This is an optimization exercise on Yosys and OpenROAD, whose aim is small area, not a production implementation.
The RTL was checked by simulation tests, not by an equivalence proof against the original design.
Power and IR drop assume default switching activity.

==> nickel <==
==> flow/design.v <==
`default_nettype none
`timescale 1ns/1ps
package grid_pkg;
    typedef logic [9:0] coord_t;
    typedef enum logic [1:0] {
        dir_left  = 2'b00,
        dir_right = 2'b01,
        dir_up    = 2'b10,
        dir_down  = 2'b11
    } dir_t;
endpackage
`default_nettype wire
`default_nettype none
`timescale 1ns/1ps
package bullet_pkg;
    typedef logic [2:0] slot_t;
    typedef logic [3:0] credit_t;
    typedef enum logic {
        req_launcher = 1'b0,
        req_stepper  = 1'b1
    } requester_t;
endpackage
`default_nettype wire
`default_nettype none
`timescale 1ns/1ps
module tank_game_top
#(
    parameter int TICK_CYCLES = 200
) (
    input  wire         clk_100mhz,
    input  wire         rst,
    input  wire         press,
    input  wire         move_btn,
    input  wire         shoot_btn,
    input  wire [1:0]   dir_in,
    input  wire         spawn_valid,
    input  wire [9:0]   spawn_x,
    input  wire [9:0]   spawn_y,
    output logic        running,
    output logic [9:0]  player_x,
    output logic [9:0]  player_y,
    output logic [1:0]  player_dir,
    output logic [$clog2(8 + 1) - 1:0] bullet_count,
    output logic [$clog2(4 + 1) - 1:0] target_count,
    output logic [4*4 - 1:0]          score
);
    logic [2:0] btn_s0, btn_s1, btn_s2, btn_edge;
    logic [1:0] dir_s0, dir_s1;
    always_ff @(posedge clk_100mhz) begin
        if (rst) begin
            btn_s0   <= '0;
            btn_s1   <= '0;
            btn_s2   <= '0;
            btn_edge <= '0;
            dir_s0   <= 2'd1;
            dir_s1   <= 2'd1;
        end else begin
            btn_s0   <= {shoot_btn, move_btn, press};
            btn_s1   <= btn_s0;
            btn_s2   <= btn_s1;
            btn_edge <= btn_s1 & ~btn_s2;
            dir_s0   <= dir_in;
            dir_s1   <= dir_s0;
        end
    end
    logic [7:0] ph;
    logic       block;
    logic       step;
    logic [2:0] step_slot;
    always_ff @(posedge clk_100mhz) begin
        if (rst || !running)  ph <= '0;
        else if (ph == 8'd199) ph <= 8'd240;
        else if (ph == 8'd248) ph <= 8'd9;
        else                   ph <= ph + 8'd1;
    end
    assign block     = ph[7:3] == 5'b11110;
    assign step      = (block && ph[2:0] != 3'd0) || ph == 8'd248;
    assign step_slot = ph[2:0] - 3'd1;
    logic [5:0] px, py;
    logic [1:0] pdir;
    logic [5:0] mx, my;
    logic       mok;
    logic       wr_req;
    logic [5:0] wr_x, wr_y;
    logic [1:0] wr_dir;
    logic       wr_gnt;
    logic [7:0] valid;
    always_comb begin
        mx  = px + 6'd1;
        my  = py + 6'd1;
        case (pdir)
            2'd0: begin mx = px - 6'd1; mok = px != 6'd0;  end
            2'd1: begin mx = px + 6'd3; mok = px != 6'd57; end
            2'd2: begin my = py - 6'd1; mok = py != 6'd0;  end
            default: begin my = py + 6'd3; mok = py != 6'd42; end
        endcase
    end
    assign wr_gnt = wr_req & ~block;
    always_ff @(posedge clk_100mhz) begin
        if (rst) begin
            running <= 1'b0;
            px      <= '0;
            py      <= '0;
            pdir    <= 2'd1;
            wr_req  <= 1'b0;
        end else begin
            if (btn_edge[0]) running <= 1'b1;
            if (running && btn_edge[1]) begin
                pdir <= dir_s1;
                case (dir_s1)
                    2'd0: if (px != 6'd0)  px <= px - 6'd1;
                    2'd1: if (px != 6'd57) px <= px + 6'd1;
                    2'd2: if (py != 6'd0)  py <= py - 6'd1;
                    default: if (py != 6'd42) py <= py + 6'd1;
                endcase
            end
            if (wr_gnt) wr_req <= 1'b0;
            else if (running && btn_edge[2] && !(&valid) && mok) wr_req <= 1'b1;
        end
    end
    always_ff @(posedge clk_100mhz) begin
        if (!wr_req) begin
            wr_x   <= mx;
            wr_y   <= my;
            wr_dir <= pdir;
        end
    end
    assign player_x   = {4'd0, px};
    assign player_y   = {4'd0, py};
    assign player_dir = pdir;
    logic [13:0] ring [8];
    logic [2:0]  free_slot;
    logic [2:0]  wr_pos;
    logic [5:0]  hx, hy, nx, ny;
    logic [1:0]  hd;
    logic        hv;
    logic        leaves;
    logic        probe;
    logic        hit;
    logic        kill;
    always_comb begin
        free_slot = '0;
        for (int i = 7; i >= 0; i--)
            if (!valid[i]) free_slot = 3'(i);
    end
    assign wr_pos = free_slot - ph[2:0];
    assign {hd, hy, hx} = ring[0];
    assign hv = valid[step_slot];
    always_comb begin
        nx = hx;
        ny = hy;
        leaves = 1'b0;
        case (hd)
            2'd0: if (hx == 6'd0)  leaves = 1'b1; else nx = hx - 6'd1;
            2'd1: if (hx == 6'd59) leaves = 1'b1; else nx = hx + 6'd1;
            2'd2: if (hy == 6'd0)  leaves = 1'b1; else ny = hy - 6'd1;
            default: if (hy == 6'd44) leaves = 1'b1; else ny = hy + 6'd1;
        endcase
    end
    assign probe = step & hv & ~leaves;
    assign kill  = step & hv & (leaves | hit);
    logic       ins_pend;
    logic [1:0] ins_pos;
    logic [3:0] ins_sel;
    always_ff @(posedge clk_100mhz) begin
        ins_pend <= wr_gnt & wr_pos[0];
        ins_pos  <= wr_pos[2:1];
    end
    always_comb begin
        for (int q = 0; q < 4; q++)
            ins_sel[q] = (wr_gnt && !wr_pos[0] && wr_pos[2:1] == 2'(q))
                      || (ins_pend && ins_pos == 2'(q));
    end
    always_ff @(posedge clk_100mhz) begin
        for (int p = 0; p < 8; p++) begin
            if (p % 2 == 0 && ins_sel[p / 2])
                ring[p] <= {wr_dir, wr_y, wr_x};
            else if (p == 7)
                ring[p] <= step ? {hd, ny, nx} : ring[0];
            else
                ring[p] <= ring[p + 1];
        end
    end
    always_ff @(posedge clk_100mhz) begin
        if (rst) begin
            valid <= '0;
        end else begin
            if (wr_gnt) valid[free_slot] <= 1'b1;
            if (kill)   valid[step_slot] <= 1'b0;
        end
    end
    always_comb begin
        bullet_count = '0;
        for (int i = 0; i < 8; i++) bullet_count = bullet_count + 4'(valid[i]);
    end
    logic [5:0] tx [4];
    logic [5:0] ty [4];
    logic [3:0] tvalid;
    logic [3:0] match;
    logic [1:0] hit_idx;
    logic [1:0] free_idx;
    logic       spawn_ok;
    logic       dead;
    logic [5:0] dx [4];
    logic [5:0] dy [4];
    always_comb begin
        hit_idx  = '0;
        free_idx = '0;
        for (int i = 3; i >= 0; i--) begin
            dx[i] = nx - tx[i];
            dy[i] = ny - ty[i];
            match[i] = tvalid[i] && dx[i] < 6'd3 && dy[i] < 6'd3;
            if (match[i]) hit_idx = 2'(i);
            if (!tvalid[i]) free_idx = 2'(i);
        end
    end
    assign hit      = probe & (|match);
    assign spawn_ok = running & spawn_valid & ~(&tvalid);
    assign dead     = spawn_x >= 10'd60 || spawn_y >= 10'd45;
    always_ff @(posedge clk_100mhz) begin
        if (rst) begin
            tvalid <= '0;
        end else begin
            if (spawn_ok) tvalid[free_idx] <= 1'b1;
            if (hit)      tvalid[hit_idx]  <= 1'b0;
        end
    end
    always_ff @(posedge clk_100mhz) begin
        if (spawn_ok) begin
            tx[free_idx] <= dead ? 6'd60 : spawn_x[5:0];
            ty[free_idx] <= spawn_y[5:0];
        end
    end
    always_comb begin
        target_count = '0;
        for (int i = 0; i < 4; i++) target_count = target_count + 3'(tvalid[i]);
    end
    logic [15:0] score_inc;
    logic        carry;
    always_comb begin
        score_inc = score;
        carry     = 1'b1;
        for (int d = 0; d < 4; d++) begin
            if (carry) begin
                if (score[4*d +: 4] == 4'd9) begin
                    score_inc[4*d +: 4] = 4'd0;
                end else begin
                    score_inc[4*d +: 4] = score[4*d +: 4] + 4'd1;
                    carry = 1'b0;
                end
            end
        end
    end
    always_ff @(posedge clk_100mhz) begin
        if (rst)                score <= '0;
        else if (hit && !carry) score <= score_inc;
    end
endmodule
`default_nettype wire
==> flow/run.sh <==
#!/bin/bash
# synth_recipe.tcl (not shown) runs the flow's synth.tcl, then flattens the netlist and writes it again
# the make line also repeats each setting of config.mk as NAME=value (left out here)
make -C /OpenROAD-flow-scripts/flow DESIGN_CONFIG=/design/flow/config.mk WORK_HOME=/design/flow/orfs CLKGATE_MAP_FILE= SYNTH_SCRIPT=/design/flow/synth_recipe.tcl finish
==> flow/config.mk <==
export PLATFORM = sky130hd
export DESIGN_NAME = tank_game_top
export DESIGN_NICKNAME = tank_game_top
export VERILOG_FILES = /design/flow/design.v
export SDC_FILE = /design/flow/constraint.sdc
export NUM_CORES = 4
export LEC_CHECK = 0
export CAP_MARGIN = 20
export CORE_MARGIN = 2
export CORE_UTILIZATION = 40
export SLEW_MARGIN = 20
==> flow/constraint.sdc <==
create_clock -name core_clock -period 10.0 [get_ports {clk_100mhz}]
set_input_delay 2.0000 -clock core_clock [delete_from_list [all_inputs] [get_ports {clk_100mhz}]]
set_output_delay 2.0000 -clock core_clock [all_outputs]
set_load 0.01 [all_outputs]
==> amber (differences from nickel) <==
==> flow/design.v, changed modules only <==
module tank_game_top
#(
    parameter int TICK_CYCLES = 200
) (
    input  wire         clk_100mhz,
    input  wire         rst,
    input  wire         press,
    input  wire         move_btn,
    input  wire         shoot_btn,
    input  wire [1:0]   dir_in,
    input  wire         spawn_valid,
    input  wire [9:0]   spawn_x,
    input  wire [9:0]   spawn_y,
    output logic        running,
    output logic [9:0]  player_x,
    output logic [9:0]  player_y,
    output logic [1:0]  player_dir,
    output logic [$clog2(8 + 1) - 1:0] bullet_count,
    output logic [$clog2(4 + 1) - 1:0] target_count,
    output logic [4*4 - 1:0]          score
);
    logic [2:0] btn_s0, btn_s1, btn_s2, btn_edge;
    logic [1:0] dir_s0, dir_s1;
    always_ff @(posedge clk_100mhz) begin
        if (rst) begin
            btn_s0   <= '0;
            btn_s1   <= '0;
            btn_s2   <= '0;
            btn_edge <= '0;
            dir_s0   <= 2'd1;
            dir_s1   <= 2'd1;
        end else begin
            btn_s0   <= {shoot_btn, move_btn, press};
            btn_s1   <= btn_s0;
            btn_s2   <= btn_s1;
            btn_edge <= btn_s1 & ~btn_s2;
            dir_s0   <= dir_in;
            dir_s1   <= dir_s0;
        end
    end
    logic [7:0] ph;
    logic       ph_end;
    logic       first;
    logic       block;
    logic       step;
    assign ph_end = ph[7] & ph[6] & ph[2] & ph[1] & ph[0];
    always_ff @(posedge clk_100mhz) begin
        if (rst || !running || ph_end) ph <= '0;
        else                           ph <= ph + 8'd1;
        if (rst || !running) first <= 1'b1;
        else if (ph_end)     first <= 1'b0;
    end
    assign block = !first && ph[7:3] == 5'd0;
    assign step  = !first && ph[7:4] == 4'd0 && (ph[3] ? ph[2:0] == 3'd0 : ph[2:0] != 3'd0);
    logic [5:0] px, py;
    logic [1:0] pdir;
    logic [5:0] mx, my;
    logic       mok;
    logic       wr_req;
    logic [5:0] wr_x, wr_y;
    logic [1:0] wr_dir;
    logic       wr_gnt;
    logic [7:0] valid;
    always_comb begin
        mx = px;
        my = py;
        case (pdir)
            2'd0: begin mx[5:1] = px[5:1] - 5'd1; mok = px != 6'd0;  end
            2'd1: begin mx[5:1] = px[5:1] + 5'd1; mok = px != 6'd57; end
            2'd2: begin my[5:1] = py[5:1] - 5'd1; mok = py != 6'd0;  end
            default: begin my[5:1] = py[5:1] + 5'd1; mok = py != 6'd42; end
        endcase
    end
    assign wr_gnt = wr_req & ~block;
    always_ff @(posedge clk_100mhz) begin
        if (rst) begin
            running <= 1'b0;
            px      <= '0;
            py      <= '0;
            pdir    <= 2'd1;
            wr_req  <= 1'b0;
        end else begin
            if (btn_edge[0]) running <= 1'b1;
            if (running && btn_edge[1]) begin
                pdir <= dir_s1;
                case (dir_s1)
                    2'd0: if (px != 6'd0)  px <= px - 6'd1;
                    2'd1: if (px != 6'd57) px <= px + 6'd1;
                    2'd2: if (py != 6'd0)  py <= py - 6'd1;
                    default: if (py != 6'd42) py <= py + 6'd1;
                endcase
            end
            if (wr_gnt) wr_req <= 1'b0;
            else if (running && btn_edge[2] && !(&valid) && mok) wr_req <= 1'b1;
        end
    end
    always_ff @(posedge clk_100mhz) begin
        if (!wr_req) begin
            wr_x   <= mx;
            wr_y   <= my;
            wr_dir <= pdir;
        end
    end
    assign player_x   = {4'd0, px};
    assign player_y   = {4'd0, py};
    assign player_dir = pdir;
    logic [13:0] ring [8];
    logic [2:0]  free_slot;
    logic [2:0]  wr_pos;
    logic [5:0]  hx, hy, nx, ny;
    logic [1:0]  hd;
    logic        hv;
    logic        leaves;
    logic        probe;
    logic        hit;
    logic        kill;
    always_comb begin
        free_slot = '0;
        for (int i = 7; i >= 0; i--)
            if (!valid[i]) free_slot = 3'(i);
    end
    assign wr_pos = free_slot - ph[2:0];
    assign {hd, hy, hx} = ring[0];
    logic [7:0] valid_rot;
    assign valid_rot = {valid[6:0], valid[7]};
    assign hv = valid_rot[ph[2:0]];
    always_comb begin
        nx = hx;
        ny = hy;
        leaves = 1'b0;
        case (hd)
            2'd0: if (hx == 6'd63) leaves = 1'b1; else nx = hx - 6'd1;
            2'd1: if (hx == 6'd58) leaves = 1'b1; else nx = hx + 6'd1;
            2'd2: if (hy == 6'd63) leaves = 1'b1; else ny = hy - 6'd1;
            default: if (hy == 6'd43) leaves = 1'b1; else ny = hy + 6'd1;
        endcase
    end
    assign probe = step & hv & ~leaves;
    assign kill  = step & hv & (leaves | hit);
    logic       ins_pend;
    logic [1:0] ins_pos;
    logic [3:0] ins_sel;
    always_ff @(posedge clk_100mhz) begin
        ins_pend <= wr_gnt & wr_pos[0];
        ins_pos  <= wr_pos[2:1];
    end
    always_comb begin
        for (int q = 0; q < 4; q++)
            ins_sel[q] = (wr_gnt && !wr_pos[0] && wr_pos[2:1] == 2'(q))
                      || (ins_pend && ins_pos == 2'(q));
    end
    always_ff @(posedge clk_100mhz) begin
        for (int p = 0; p < 8; p++) begin
            if (p % 2 == 0 && ins_sel[p / 2])
                ring[p] <= {wr_dir, wr_y, wr_x};
            else if (p == 7)
                ring[p] <= step ? {hd, ny, nx} : ring[0];
            else
                ring[p] <= ring[p + 1];
        end
    end
    always_ff @(posedge clk_100mhz) begin
        if (rst) begin
            valid <= '0;
        end else begin
            if (wr_gnt) valid[free_slot] <= 1'b1;
            for (int i = 0; i < 8; i++)
                if (kill && ph[2:0] == 3'((i + 1) % 8)) valid[i] <= 1'b0;
        end
    end
    always_comb begin
        bullet_count = '0;
        for (int i = 0; i < 8; i++) bullet_count = bullet_count + 4'(valid[i]);
    end
    logic [5:0] tx [4];
    logic [5:0] ty [4];
    logic [3:0] tvalid;
    logic [3:0] match;
    logic [1:0] hit_idx;
    logic [1:0] free_idx;
    logic       spawn_ok;
    logic       dead;
    logic [4:0] nxh_m1, nyh_m1;
    logic [5:0] spx_m1, spy_m1;
    function automatic logic [5:0] dec6(input logic [5:0] a);
        logic b;
        b = 1'b1;
        for (int i = 0; i < 6; i++) begin
            dec6[i] = a[i] ^ b;
            b = b & ~a[i];
        end
    endfunction
    function automatic logic [4:0] dec5(input logic [4:0] a);
        logic b;
        b = 1'b1;
        for (int i = 0; i < 5; i++) begin
            dec5[i] = a[i] ^ b;
            b = b & ~a[i];
        end
    endfunction
    function automatic logic in_box(input logic [5:0] c, input logic [4:0] ch_m1,
                                    input logic [5:0] t);
        in_box = (c[5:1] == t[5:1] && (c[0] || !t[0]))
              || (ch_m1 == t[5:1] && (!c[0] || t[0]));
    endfunction
    assign nxh_m1 = dec5(nx[5:1]);
    assign nyh_m1 = dec5(ny[5:1]);
    assign spx_m1 = dec6(spawn_x[5:0]);
    assign spy_m1 = dec6(spawn_y[5:0]);
    always_comb begin
        hit_idx  = '0;
        free_idx = '0;
        for (int i = 3; i >= 0; i--) begin
            match[i] = tvalid[i] && in_box(nx, nxh_m1, tx[i]) && in_box(ny, nyh_m1, ty[i]);
            if (match[i]) hit_idx = 2'(i);
            if (!tvalid[i]) free_idx = 2'(i);
        end
    end
    assign hit      = probe & (|match);
    assign spawn_ok = running & spawn_valid & ~(&tvalid);
    assign dead     = spawn_x >= 10'd60 || spawn_y >= 10'd45;
    always_ff @(posedge clk_100mhz) begin
        if (rst) begin
            tvalid <= '0;
        end else begin
            if (spawn_ok) tvalid[free_idx] <= 1'b1;
            if (hit)      tvalid[hit_idx]  <= 1'b0;
        end
    end
    always_ff @(posedge clk_100mhz) begin
        if (spawn_ok) begin
            tx[free_idx] <= dead ? 6'd59 : spx_m1;
            ty[free_idx] <= spy_m1;
        end
    end
    always_comb begin
        target_count = '0;
        for (int i = 0; i < 4; i++) target_count = target_count + 3'(tvalid[i]);
    end
    logic [15:0] score_inc;
    logic        carry;
    always_comb begin
        score_inc = score;
        carry     = 1'b1;
        for (int d = 0; d < 4; d++) begin
            if (carry) begin
                if (score[4*d +: 4] == 4'd9) begin
                    score_inc[4*d +: 4] = 4'd0;
                end else begin
                    score_inc[4*d +: 4] = score[4*d +: 4] + 4'd1;
                    carry = 1'b0;
                end
            end
        end
    end
    always_ff @(posedge clk_100mhz) begin
        if (rst)                score <= '0;
        else if (hit && !carry) score <= score_inc;
    end
endmodule
- CTS_BUF_LIST: default -> sky130_fd_sc_hd__clkbuf_16
- CTS_CLUSTER_DIAMETER: default -> 80
- CTS_CLUSTER_SIZE: default -> 30
==> comparison table <==
| item | amber | nickel |
|---|---|---|
| Clock Network Area Fraction | 3.529% | 6.360% |
| Largest net degree at the start of global routing | 58 | 52 |
| Vias/cell | 5.082 | 5.074 |
| Multi-Input Combinational | 702 | 762 |
| Clock skew after layout | 20.36 ps | 12.46 ps |
| Met2 global-route usage | 25.71% | 27.12% |
| Run status | timing/DRC/antenna clean | timing/DRC/antenna clean |
| Shortest clock period the worst path allows after layout | 5721 ps | 5739 ps |
| Net Switching | 391.1 uW | 470.8 uW |
| Core area | 28,700 sq um | 29,560 sq um |
| GR Layer Usage met1 | 23.09% | 23.13% |
| Syn Area/Cell | 10.96 sq um | 10.55 sq um |
| Die outline area | 30,520 sq um | 31,270 sq um |
| Power per Cell Area | 133.3 nW/um^2 | 152.7 nW/um^2 |
| Simple-gate share of the synthesized area | 12.61% | 14.92% |
| GR Layer Usage met3 | 1.980% | 2.470% |
| Area occupied by multi-input gates | 5608 sq um | 5919 sq um |
| Post-placement cell count | 1,486 | 1,562 |
| FFs & Latches | 246 | 245 |
| Well-Tap Cells | 384 | 390 |
| Sink of the worst hold path | ring[3][7] | ring[5][11] |

## what the ideal ports hide
The results above use ideal ports. As a check the final layouts listed here were re-extracted and re-timed, cells and wires unchanged. Step 1 sets driving cells, clkbuf_16 on the clock port and buf_2 on the other inputs (assumed; they add their load-dependent delay and slew). Step 2 times the ports against the registers' clock, not the clock port: input delays grow and output delays shrink by t, the midpoint of the rising clock arrivals with the driver on. Slacks: no drivers / after step 1 / after step 2; pairs: no drivers / after step 1.
run	t, ns	setup WS [ns]	worst setup path after step 2	latest minus earliest clock arrival (ns)	worst data-port slew with drivers (ns)
nickel	0.575	4.261 / 4.211 / 4.786	register to output	0.013 / 0.013	0.04
amber	0.532	4.279 / 4.229 / 4.761	register to output	0.022 / 0.022	0.03
After both steps every run listed still meets setup and hold.
